What follows belongs to an exercise in optimizing a design on an open flow for small area, a short achievable clock period and few clock cycles; a production flow would make more cautious choices. Only simulation tests tie the RTL to the original design; equivalence was not proved. No activity file was given, so power comes from the tool's default toggle rates.

`flow/config.mk`:
```
export PLATFORM = sky130hd
export DESIGN_NAME = double_clap_toggle_detector
export DESIGN_NICKNAME = double_clap_toggle_detector
export VERILOG_FILES = /design/flow/design.v
export SDC_FILE = /design/flow/constraint.sdc
export NUM_CORES = 4
export LEC_CHECK = 0
export CAP_MARGIN = 20
export CORE_MARGIN = 2
export CORE_UTILIZATION = 40
export PLACE_DENSITY = 0.6
export SLEW_MARGIN = 20
```
`flow/constraint.sdc`:
```
create_clock -name core_clock -period 5.5 [get_ports {clk}]
set_input_delay 1.1000 -clock core_clock [delete_from_list [all_inputs] [get_ports {clk}]]
set_output_delay 1.1000 -clock core_clock [all_outputs]
set_load 0.01 [all_outputs]
```
`flow/design.v`:
```
package dctd_pkg;
  localparam int STAMP_W = 32;
  localparam int GAP_W   = 16;
  localparam int PADDR_W = 3;
  localparam logic [GAP_W-1:0] MIN_GAP_RESET = 16'd400;
  localparam logic [GAP_W-1:0] MAX_GAP_RESET = 16'd1000;
  localparam logic REG_MIN_GAP = 1'b0;
  localparam logic REG_MAX_GAP = 1'b1;
  typedef struct packed {
    logic wr_en;
    logic clear;
  } ring_ctl_t;
  typedef struct packed {
    logic load_on;
    logic toggled;
  } result_t;
endpackage
module dctd_ring
#(
  parameter int RING_DEPTH = 16
) (
  input  logic                          clk,
  input  logic                          rst,
  input  dctd_pkg::ring_ctl_t                     ctl,
  input  logic [$clog2(RING_DEPTH)-1:0] wr_addr,
  input  logic [dctd_pkg::STAMP_W-1:0]            wr_data,
  input  logic [$clog2(RING_DEPTH)-1:0] rd_a_addr,
  input  logic [$clog2(RING_DEPTH)-1:0] rd_b_addr,
  output logic [dctd_pkg::STAMP_W-1:0]            rd_a_data,
  output logic [dctd_pkg::STAMP_W-1:0]            rd_b_data
);
  logic [dctd_pkg::STAMP_W-1:0]    mem [RING_DEPTH];
  logic [RING_DEPTH-1:0] valid;
  logic [dctd_pkg::STAMP_W-1:0]    rd_a_q;
  logic [dctd_pkg::STAMP_W-1:0]    rd_b_q;
  logic                  rd_a_vld;
  logic                  rd_b_vld;
  always_ff @(posedge clk) begin
    if (ctl.wr_en) begin
      mem[wr_addr] <= wr_data;
    end
  end
  always_ff @(posedge clk) begin
    rd_a_q   <= mem[rd_a_addr];
    rd_b_q   <= mem[rd_b_addr];
    rd_a_vld <= valid[rd_a_addr];
    rd_b_vld <= valid[rd_b_addr];
  end
  always_ff @(posedge clk) begin
    if (rst) begin
      valid <= '0;
    end else if (ctl.clear) begin
      valid <= '0;
    end else if (ctl.wr_en) begin
      valid[wr_addr] <= 1'b1;
    end
  end
  assign rd_a_data = rd_a_vld ? rd_a_q : '0;
  assign rd_b_data = rd_b_vld ? rd_b_q : '0;
endmodule
module dctd_ctrl
#(
  parameter int RING_DEPTH = 16
) (
  input  logic                          clk,
  input  logic                          rst,
  input  logic                          in_valid,
  output logic                          in_stall,
  input  logic [dctd_pkg::STAMP_W-1:0]            event_time_ms,
  input  logic [dctd_pkg::GAP_W-1:0]              min_gap_ms,
  input  logic [dctd_pkg::GAP_W-1:0]              max_gap_ms,
  output dctd_pkg::ring_ctl_t                     ring_ctl,
  output logic [$clog2(RING_DEPTH)-1:0] wr_addr,
  output logic [dctd_pkg::STAMP_W-1:0]            wr_data,
  output logic [$clog2(RING_DEPTH)-1:0] rd_a_addr,
  output logic [$clog2(RING_DEPTH)-1:0] rd_b_addr,
  input  logic [dctd_pkg::STAMP_W-1:0]            rd_a_data,
  input  logic [dctd_pkg::STAMP_W-1:0]            rd_b_data,
  output logic                          res_valid,
  output dctd_pkg::result_t                       res,
  input  logic                          res_ready
);
  localparam int AW = $clog2(RING_DEPTH);
  localparam logic [AW-1:0] LAST_IDX = AW'(RING_DEPTH - 1);
  localparam logic [1:0] ST_IDLE  = 2'd0;
  localparam logic [1:0] ST_CHECK = 2'd1;
  localparam logic [1:0] ST_SCAN  = 2'd2;
  localparam logic [1:0] ST_DONE  = 2'd3;
  logic [1:0]         state;
  logic [dctd_pkg::STAMP_W-1:0] stamp;
  logic [AW-1:0]      pos;
  logic [AW-1:0]      pos_inc;
  logic               load_state;
  logic               flip;
  logic [AW-1:0]      scan_i;
  logic [AW-1:0]      scan_j;
  logic               issue_done;
  logic               cmp_vld;
  logic               cmp_last;
  logic               scan_last;
  logic               dup;
  logic [dctd_pkg::STAMP_W-1:0] gap;
  logic               hit;
  assign in_stall  = (state != ST_IDLE);
  assign pos_inc   = (pos == LAST_IDX) ? '0 : pos + 1'b1;
  assign scan_last = (scan_i == LAST_IDX) && (scan_j == LAST_IDX);
  assign dup = (rd_a_data == stamp);
  assign gap = rd_b_data - rd_a_data;
  assign hit = cmp_vld && (gap > dctd_pkg::STAMP_W'(min_gap_ms)) && (gap < dctd_pkg::STAMP_W'(max_gap_ms));
  assign rd_a_addr      = (state == ST_IDLE) ? pos : scan_i;
  assign rd_b_addr      = scan_j;
  assign wr_addr        = pos_inc;
  assign wr_data        = stamp;
  assign ring_ctl.wr_en = (state == ST_CHECK) && !dup;
  assign ring_ctl.clear = (state == ST_SCAN) && hit;
  assign res_valid   = (state == ST_DONE);
  assign res.load_on = load_state;
  assign res.toggled = flip;
  always_ff @(posedge clk) begin
    if (rst) begin
      state      <= ST_IDLE;
      pos        <= '0;
      load_state <= 1'b0;
      flip       <= 1'b0;
      issue_done <= 1'b0;
      cmp_vld    <= 1'b0;
      cmp_last   <= 1'b0;
      scan_i     <= '0;
      scan_j     <= '0;
    end else begin
      unique case (state)
        ST_IDLE: begin
          if (in_valid) begin
            state <= ST_CHECK;
          end
        end
        ST_CHECK: begin
          if (dup) begin
            state <= ST_IDLE;
          end else begin
            pos        <= pos_inc;
            scan_i     <= '0;
            scan_j     <= '0;
            issue_done <= 1'b0;
            cmp_vld    <= 1'b0;
            cmp_last   <= 1'b0;
            state      <= ST_SCAN;
          end
        end
        ST_SCAN: begin
          cmp_vld  <= !issue_done;
          cmp_last <= scan_last;
          if (!issue_done) begin
            if (scan_last) begin
              issue_done <= 1'b1;
            end else if (scan_j == LAST_IDX) begin
              scan_j <= '0;
              scan_i <= scan_i + 1'b1;
            end else begin
              scan_j <= scan_j + 1'b1;
            end
          end
          if (hit) begin
            load_state <= !load_state;
            flip       <= 1'b1;
            issue_done <= 1'b1;
            cmp_vld    <= 1'b0;
            state      <= ST_DONE;
          end else if (cmp_vld && cmp_last) begin
            flip    <= 1'b0;
            cmp_vld <= 1'b0;
            state   <= ST_DONE;
          end
        end
        ST_DONE: begin
          if (res_ready) begin
            state <= ST_IDLE;
          end
        end
        default: begin
          state <= ST_IDLE;
        end
      endcase
    end
  end
  always_ff @(posedge clk) begin
    if (state == ST_IDLE && in_valid) begin
      stamp <= event_time_ms;
    end
  end
endmodule
module double_clap_toggle_detector
#(
  parameter int RING_DEPTH = 16
) (
  input  logic               clk,
  input  logic               rst,
  input  logic               psel,
  input  logic               penable,
  input  logic               pwrite,
  input  logic [dctd_pkg::PADDR_W-1:0] paddr,
  input  logic [31:0]        pwdata,
  output logic [31:0]        prdata,
  output logic               pready,
  input  logic               in_valid,
  output logic               in_stall,
  input  logic [dctd_pkg::STAMP_W-1:0] event_time_ms,
  output logic               out_valid,
  input  logic               out_stall,
  output logic               load_on,
  output logic               toggled
);
  localparam int AW = $clog2(RING_DEPTH);
  logic [dctd_pkg::GAP_W-1:0]   min_gap_ms;
  logic [dctd_pkg::GAP_W-1:0]   max_gap_ms;
  logic               cfg_wr;
  dctd_pkg::ring_ctl_t          ring_ctl;
  logic [AW-1:0]      wr_addr;
  logic [dctd_pkg::STAMP_W-1:0] wr_data;
  logic [AW-1:0]      rd_a_addr;
  logic [AW-1:0]      rd_b_addr;
  logic [dctd_pkg::STAMP_W-1:0] rd_a_data;
  logic [dctd_pkg::STAMP_W-1:0] rd_b_data;
  logic               res_valid;
  dctd_pkg::result_t            res;
  logic               res_ready;
  assign pready = 1'b1;
  assign cfg_wr = psel && penable && pwrite;
  always_ff @(posedge clk) begin
    if (rst) begin
      min_gap_ms <= dctd_pkg::MIN_GAP_RESET;
      max_gap_ms <= dctd_pkg::MAX_GAP_RESET;
    end else if (cfg_wr) begin
      unique case (paddr[2])
        dctd_pkg::REG_MIN_GAP: min_gap_ms <= pwdata[dctd_pkg::GAP_W-1:0];
        dctd_pkg::REG_MAX_GAP: max_gap_ms <= pwdata[dctd_pkg::GAP_W-1:0];
        default: ;
      endcase
    end
  end
  always_comb begin
    unique case (paddr[2])
      dctd_pkg::REG_MIN_GAP: prdata = {{(32-dctd_pkg::GAP_W){1'b0}}, min_gap_ms};
      dctd_pkg::REG_MAX_GAP: prdata = {{(32-dctd_pkg::GAP_W){1'b0}}, max_gap_ms};
      default:     prdata = '0;
    endcase
  end
  dctd_ring #(
    .RING_DEPTH(RING_DEPTH)
  ) u_ring (
    .clk      (clk),
    .rst      (rst),
    .ctl      (ring_ctl),
    .wr_addr  (wr_addr),
    .wr_data  (wr_data),
    .rd_a_addr(rd_a_addr),
    .rd_b_addr(rd_b_addr),
    .rd_a_data(rd_a_data),
    .rd_b_data(rd_b_data)
  );
  dctd_ctrl #(
    .RING_DEPTH(RING_DEPTH)
  ) u_ctrl (
    .clk          (clk),
    .rst          (rst),
    .in_valid     (in_valid),
    .in_stall     (in_stall),
    .event_time_ms(event_time_ms),
    .min_gap_ms   (min_gap_ms),
    .max_gap_ms   (max_gap_ms),
    .ring_ctl     (ring_ctl),
    .wr_addr      (wr_addr),
    .wr_data      (wr_data),
    .rd_a_addr    (rd_a_addr),
    .rd_b_addr    (rd_b_addr),
    .rd_a_data    (rd_a_data),
    .rd_b_data    (rd_b_data),
    .res_valid    (res_valid),
    .res          (res),
    .res_ready    (res_ready)
  );
  assign res_ready = !out_valid || !out_stall;
  always_ff @(posedge clk) begin
    if (rst) begin
      out_valid <= 1'b0;
    end else if (res_valid && res_ready) begin
      out_valid <= 1'b1;
    end else if (!out_stall) begin
      out_valid <= 1'b0;
    end
  end
  always_ff @(posedge clk) begin
    if (res_valid && res_ready) begin
      load_on <= res.load_on;
      toggled <= res.toggled;
    end
  end
endmodule
```
`flow/run.sh`:
```
#!/bin/bash
# synth_recipe.tcl (not shown) runs the flow's synth.tcl, then flattens the netlist and writes it again
# the make line also repeats each setting of config.mk as NAME=value (left out here)
make -C /OpenROAD-flow-scripts/flow DESIGN_CONFIG=/design/flow/config.mk WORK_HOME=/design/flow/orfs CLKGATE_MAP_FILE= SYNTH_SCRIPT=/design/flow/synth_recipe.tcl finish
```
==> impl_summary.txt <==
----------------------------------------------------
[Worst setup path]
  Stage delay of the slowest cell on the critical path ... between 0.5 and 0.6 ns
  Nature of the critical path endpoint ... flip-flop
  Peak fanout along the critical path ... 4
  Required time reported for the critical path endpoint ... 6.00 ns
  Type of element launching the critical path ... flip-flop
  CP most frequent cell ... sky130_fd_sc_hd__ha_1
  Worst Path Arrival ... between 5 and 6 ns
  Ordered cell list for the critical path ... and2_1 -> ha_1 -> a21oi_2 -> a21oi_1 -> a211oi_4 -> o21ai_2 -> a31oi_1 -> o21ai_0 -> xor2_1 -> ha_1 -> and4_1 -> nand4_1 -> nor2_1 -> a2111oi_2 -> o2111ai_1 -> or4_4 -> a2111oi_4 -> nand3_2 -> a31o_1 -> a32o_1
  Setup CP Type ... reg -> reg
  Bufs and invs on worst path ... 0
  Cell family with the largest share of critical-path delay ... compound AO/OA/AOI/OAI gates
  Master of the slowest instance on the critical path ... sky130_fd_sc_hd__or4_4

[Timing]
  Final critical delay including setup and external delays ... about 5.2 ns
  Hold WS ... ~0.44 ns
  Actual transition at the worst max-transition pin ... between 1 and 1.5 ns
  Maximum achievable frequency ... 192 MHz
  Final Hold Vio Count ... 0
  Setup Viol. Count Final ... 0
  Setup ws final ... approximately 0.29 ns
  Worst slew margin relative to its limit ... between 10% and 20%
  Final-layout setup total negative slack ... 0 ns
  Final period utilization ... 94.8%
  Post-route clock skew ... about 0.022 ns
  Max-slew violation total from the final report ... 0

[CTS]
  CTS Hold Buffers Added ... 0
  Count of clock tree sinks ... 680
  Clk slew on worst S/H paths ... 0.06 ns
  Maximum count of clock buffers along a single path ... 3
  Clock latency of the later-clocked register in the worst-skew pair ... ~0.63 ns
  CTS Buf Count ... 78
  CTS tree ... done
  Maximum level of the CTS H-tree ... 3
  Root buffer selected by CTS ... sky130_fd_sc_hd__clkbuf_16

[Final layout]
  Post-layout net count ... between 2000 and 3000
  Util after Layout ... 46.3%
  Sequential cell area ... ~19000 um2
  Area growth syn-to-layout ... 15.1%
  Share of cells above drive strength 1 ... between 15 and 20%
  Fin area ... about 38000 um2
  Multi-input gate area in the final layout ... 13700 um2
  Fill cell count ... just over 7000
  Inserted Diodes ... 0

[Die]
  I/O pins ... approximately 110
  Initial standard-cell utilization of the core ... between 40 and 50%
  Vertical extent of the die ... ~300 um
  Area enclosed by the die boundary ... approximately 86000 um2
  Floorplan Core Area ... ~83000 um2
  Die X-Extent ... 293 um
  Standard-cell rows ... approximately 110

[Pwr]
  Max rail drop VDD ... 0.239 mV
  Power Dens Cells ... between 300 and 400 nW/um2
  Leakage power summed over all cells ... 13.0 nW

[Placed design]
  Minimum setup slack after placement ... between 0.09 and 0.1 ns
  Total cell area at the placement stage ... between 30000 and 40000 um2
  Gp weighted congestion ... ~0.9
  Quantity of I/O buffers inserted on ports ... between 70 and 80
  HPWL after detailed placement ... between 50000 and 60000 um

[Synth]
  Instance count of the mapped netlist ... 2491
  Number of synthesized register bits ... between 600 and 700
  Primary flip-flop cell chosen by synthesis mapping ... sky130_fd_sc_hd__edfxtp_1
  Post-synthesis instance area ... around 33000 um2
  Average instance area after synthesis ... between 10 and 15 um2
  Most frequent cell after synthesis ... sky130_fd_sc_hd__edfxtp_1
  Share of Yosys cell area claimed by the top area cell type ... between 40 and 50%
  Yosys warns ... 3
  Commonest cells post-synth ... sky130_fd_sc_hd__edfxtp_1, sky130_fd_sc_hd__nand2_1, sky130_fd_sc_hd__mux4_2
  Area contributors post-synth ... sky130_fd_sc_hd__edfxtp_1, sky130_fd_sc_hd__mux4_2, sky130_fd_sc_hd__dfxtp_1
  Distinct cells, synth ... 82
  Sequential area share after synthesis ... a little under three fifths
  Async S/R FF share, synth ... 0%
  Most area-hungry cell type in the Yosys netlist ... sky130_fd_sc_hd__edfxtp_1
  Post-synth EDFFs ... between 500 and 600

[Global routing]
  Number of antenna violations at the first check in global routing ... 3
  Vias in the first global route ... 22700
  Maximum number of pins on one net before global-route repair ... roughly 70
  Aggregate global-route resource usage ... a little under a quarter
  First-pass GRT wire length ... roughly 150000 um
  Global-route congestion overflow total ... 0

[Detailed routing]
  Vias after detailed routing ... approximately 23000
  Post-detailed-routing wire length ... between 90000 and 100000 um
  Average wire per standard cell ... 26.4 um
  Vias/cell ... roughly 6.0
  Count of routing violations after the opening detailed-route iteration ... between 2000 and 2500
  Final antenna-violating net count ... 0
  # DRC ... 0
  Number of iterations in the first detailed-routing pass ... 5

[Run status]
  Run status ... no timing/DRC/antenna violations

[Flow run]
  Max cap viols ... 0

[Min path]
  Worst min-delay path class ... reg -> reg

----------------------------------------------------
cells in the final DEF, fill, tap and decap left out, types with 6 or more instances in the layout:
cell / Yosys / final
sky130_fd_sc_hd__nand3_1: 25 / 24
sky130_fd_sc_hd__bufinv_16: 0 / 6
sky130_fd_sc_hd__nand2b_1: 6 / 6
sky130_fd_sc_hd__conb_1: 2 / 17
sky130_fd_sc_hd__nor2_1: 95 / 77
sky130_fd_sc_hd__buf_12: 0 / 10
sky130_fd_sc_hd__clkbuf_1: 102 / 21
sky130_fd_sc_hd__edfxtp_1: 546 / 546
sky130_fd_sc_hd__o31ai_1: 11 / 11
sky130_fd_sc_hd__nor2_4: 0 / 16
sky130_fd_sc_hd__mux4_2: 198 / 198
sky130_fd_sc_hd__ha_1: 73 / 73
sky130_fd_sc_hd__clkdlybuf4s50_1: 0 / 75
sky130_fd_sc_hd__a22oi_1: 44 / 44
sky130_fd_sc_hd__nand2_1: 301 / 299
sky130_fd_sc_hd__mux2_2: 26 / 26
sky130_fd_sc_hd__nor3_1: 19 / 19
sky130_fd_sc_hd__dfxtp_1: 134 / 127
sky130_fd_sc_hd__xnor2_1: 27 / 27
sky130_fd_sc_hd__inv_1: 58 / 58
sky130_fd_sc_hd__buf_4: 19 / 78
sky130_fd_sc_hd__o211ai_1: 15 / 15
sky130_fd_sc_hd__and2_1: 73 / 71
sky130_fd_sc_hd__a21oi_1: 117 / 114
sky130_fd_sc_hd__o21ai_0: 120 / 120
sky130_fd_sc_hd__a221oi_1: 34 / 34
sky130_fd_sc_hd__clkbuf_8: 0 / 8
sky130_fd_sc_hd__xor2_1: 14 / 14
sky130_fd_sc_hd__clkinv_1: 0 / 6
sky130_fd_sc_hd__a31oi_1: 62 / 62
sky130_fd_sc_hd__nor4_1: 9 / 9
sky130_fd_sc_hd__nand4_1: 17 / 17
sky130_fd_sc_hd__clkbuf_16: 0 / 79
sky130_fd_sc_hd__and3_1: 10 / 10
sky130_fd_sc_hd__a211oi_1: 41 / 40
sky130_fd_sc_hd__clkinv_2: 0 / 12
sky130_fd_sc_hd__mux2i_1: 119 / 115
sky130_fd_sc_hd__a21o_1: 17 / 17
worst paths after layout:
kind / cells after the start / start / slack (ns) / end
max reg2reg: 20 / u_ring.rd_b_vld / 0.29 / flip-flop
min: 0 / u_ctrl.flip / 0.44 / toggled
max: 20 / u_ring.rd_b_vld / 0.29 / flip-flop
min reg2reg: 0 / u_ctrl.flip / 0.44 / toggled
per-layer routing:
layer  global-route usage (%)  share of wire, %  routed length [um]
met3                     3.21               7.3                7210
met2                     37.3                47               46700
met4                     7.45               2.7                2680
met5                        0                 0                   0
met1                     31.3                42               41800
area by class of cell:
cell class | count | share of cell area, %
clock inverter | 37 | 1.04
tap | 1080 | 3.51
inverter | 58 | 0.566
multi-input combinational | 1597 | 35.6
sequential | 680 | 49.6
clock buffer | 108 | 5.63
timing repair buffer | 165 | 4.05
per-stage QoR:
| step | std cells | total power, mW |
|---|---|---|
| 6_report | 3725 | 15.1 |
| 5_1_grt | 3725 | 15.7 |
| 3_3_place_gp | 3576 | 9.84 |
| 3_5_place_dp | 3576 | 9.94 |
| 4_1_cts | 3721 | 15.1 |
| 2_1_floorplan | 2506 | 8.72 |
state kept, by name, summed over array words and instances (netlist names), 4 cells and up, named ones only:
name / count
u_ctrl.scan_j: 4
u_ring.valid: 16
u_ring.mem: 512
u_ring.rd_a_q: 32
u_ring.rd_b_q: 32
u_ctrl.pos: 4
u_ctrl.stamp: 32
max_gap_ms: 16
u_ctrl.scan_i: 4
min_gap_ms: 16
power by group:
part | switching [mW] | total (mW) | internal, mW
registers | 0.436 | 6.48 | 6.04
logic | 1.87 | 3.42 | 1.55
clock network | 2.12 | 5.19 | 3.06
what timing repair did:
| item | in CTS | in global routing |
|---|---|---|
| gates resized for setup | 0 | 17 |
| setup buffers | 0 | 4 |
| setup endpoints to repair | 0 | 22 |
cell families after synthesis:
| logic type | count (synthesis) | share of synthesized area (%) |
|---|---|---|
| mux | 343 | 17.8 |
| other cells | 2 | 0.0225 |
| simple gates | 591 | 8.12 |
| fa+ha+maj | 75 | 2.82 |
| compound gates | 530 | 10.3 |
| xor+xnor | 41 | 1.07 |
| buf+inv | 229 | 2.85 |
| flops | 680 | 57.0 |
Testbench counts, summed over its fixed seeds: cycles 695,468.

## separate check: timing with driven ports
The flow's constraints put no driver on any port. The routed layout listed below was extracted and timed again, unchanged, in two steps.
Step 1 sets driving cells, clkbuf_16 on the clock port and buf_2 on the other inputs (assumed; they add their load-dependent delay and slew).
Step 2 times the ports against the registers' clock, not the clock port: input delays grow and output delays shrink by t, the midpoint of the rising clock arrivals with the driver on.
a / b / c = ideal ports / drivers / drivers and shift; a / b = the first two.
t, ns: 0.685
setup slack, ns: 0.285 / 0.285 / 0.285
worst data-port slew with drivers (ns): 0.06
After both steps setup and hold are still met in this run. For this run, drivers alone change the setup slack by 0.000 ns; drivers and shift together by 0.000 ns.
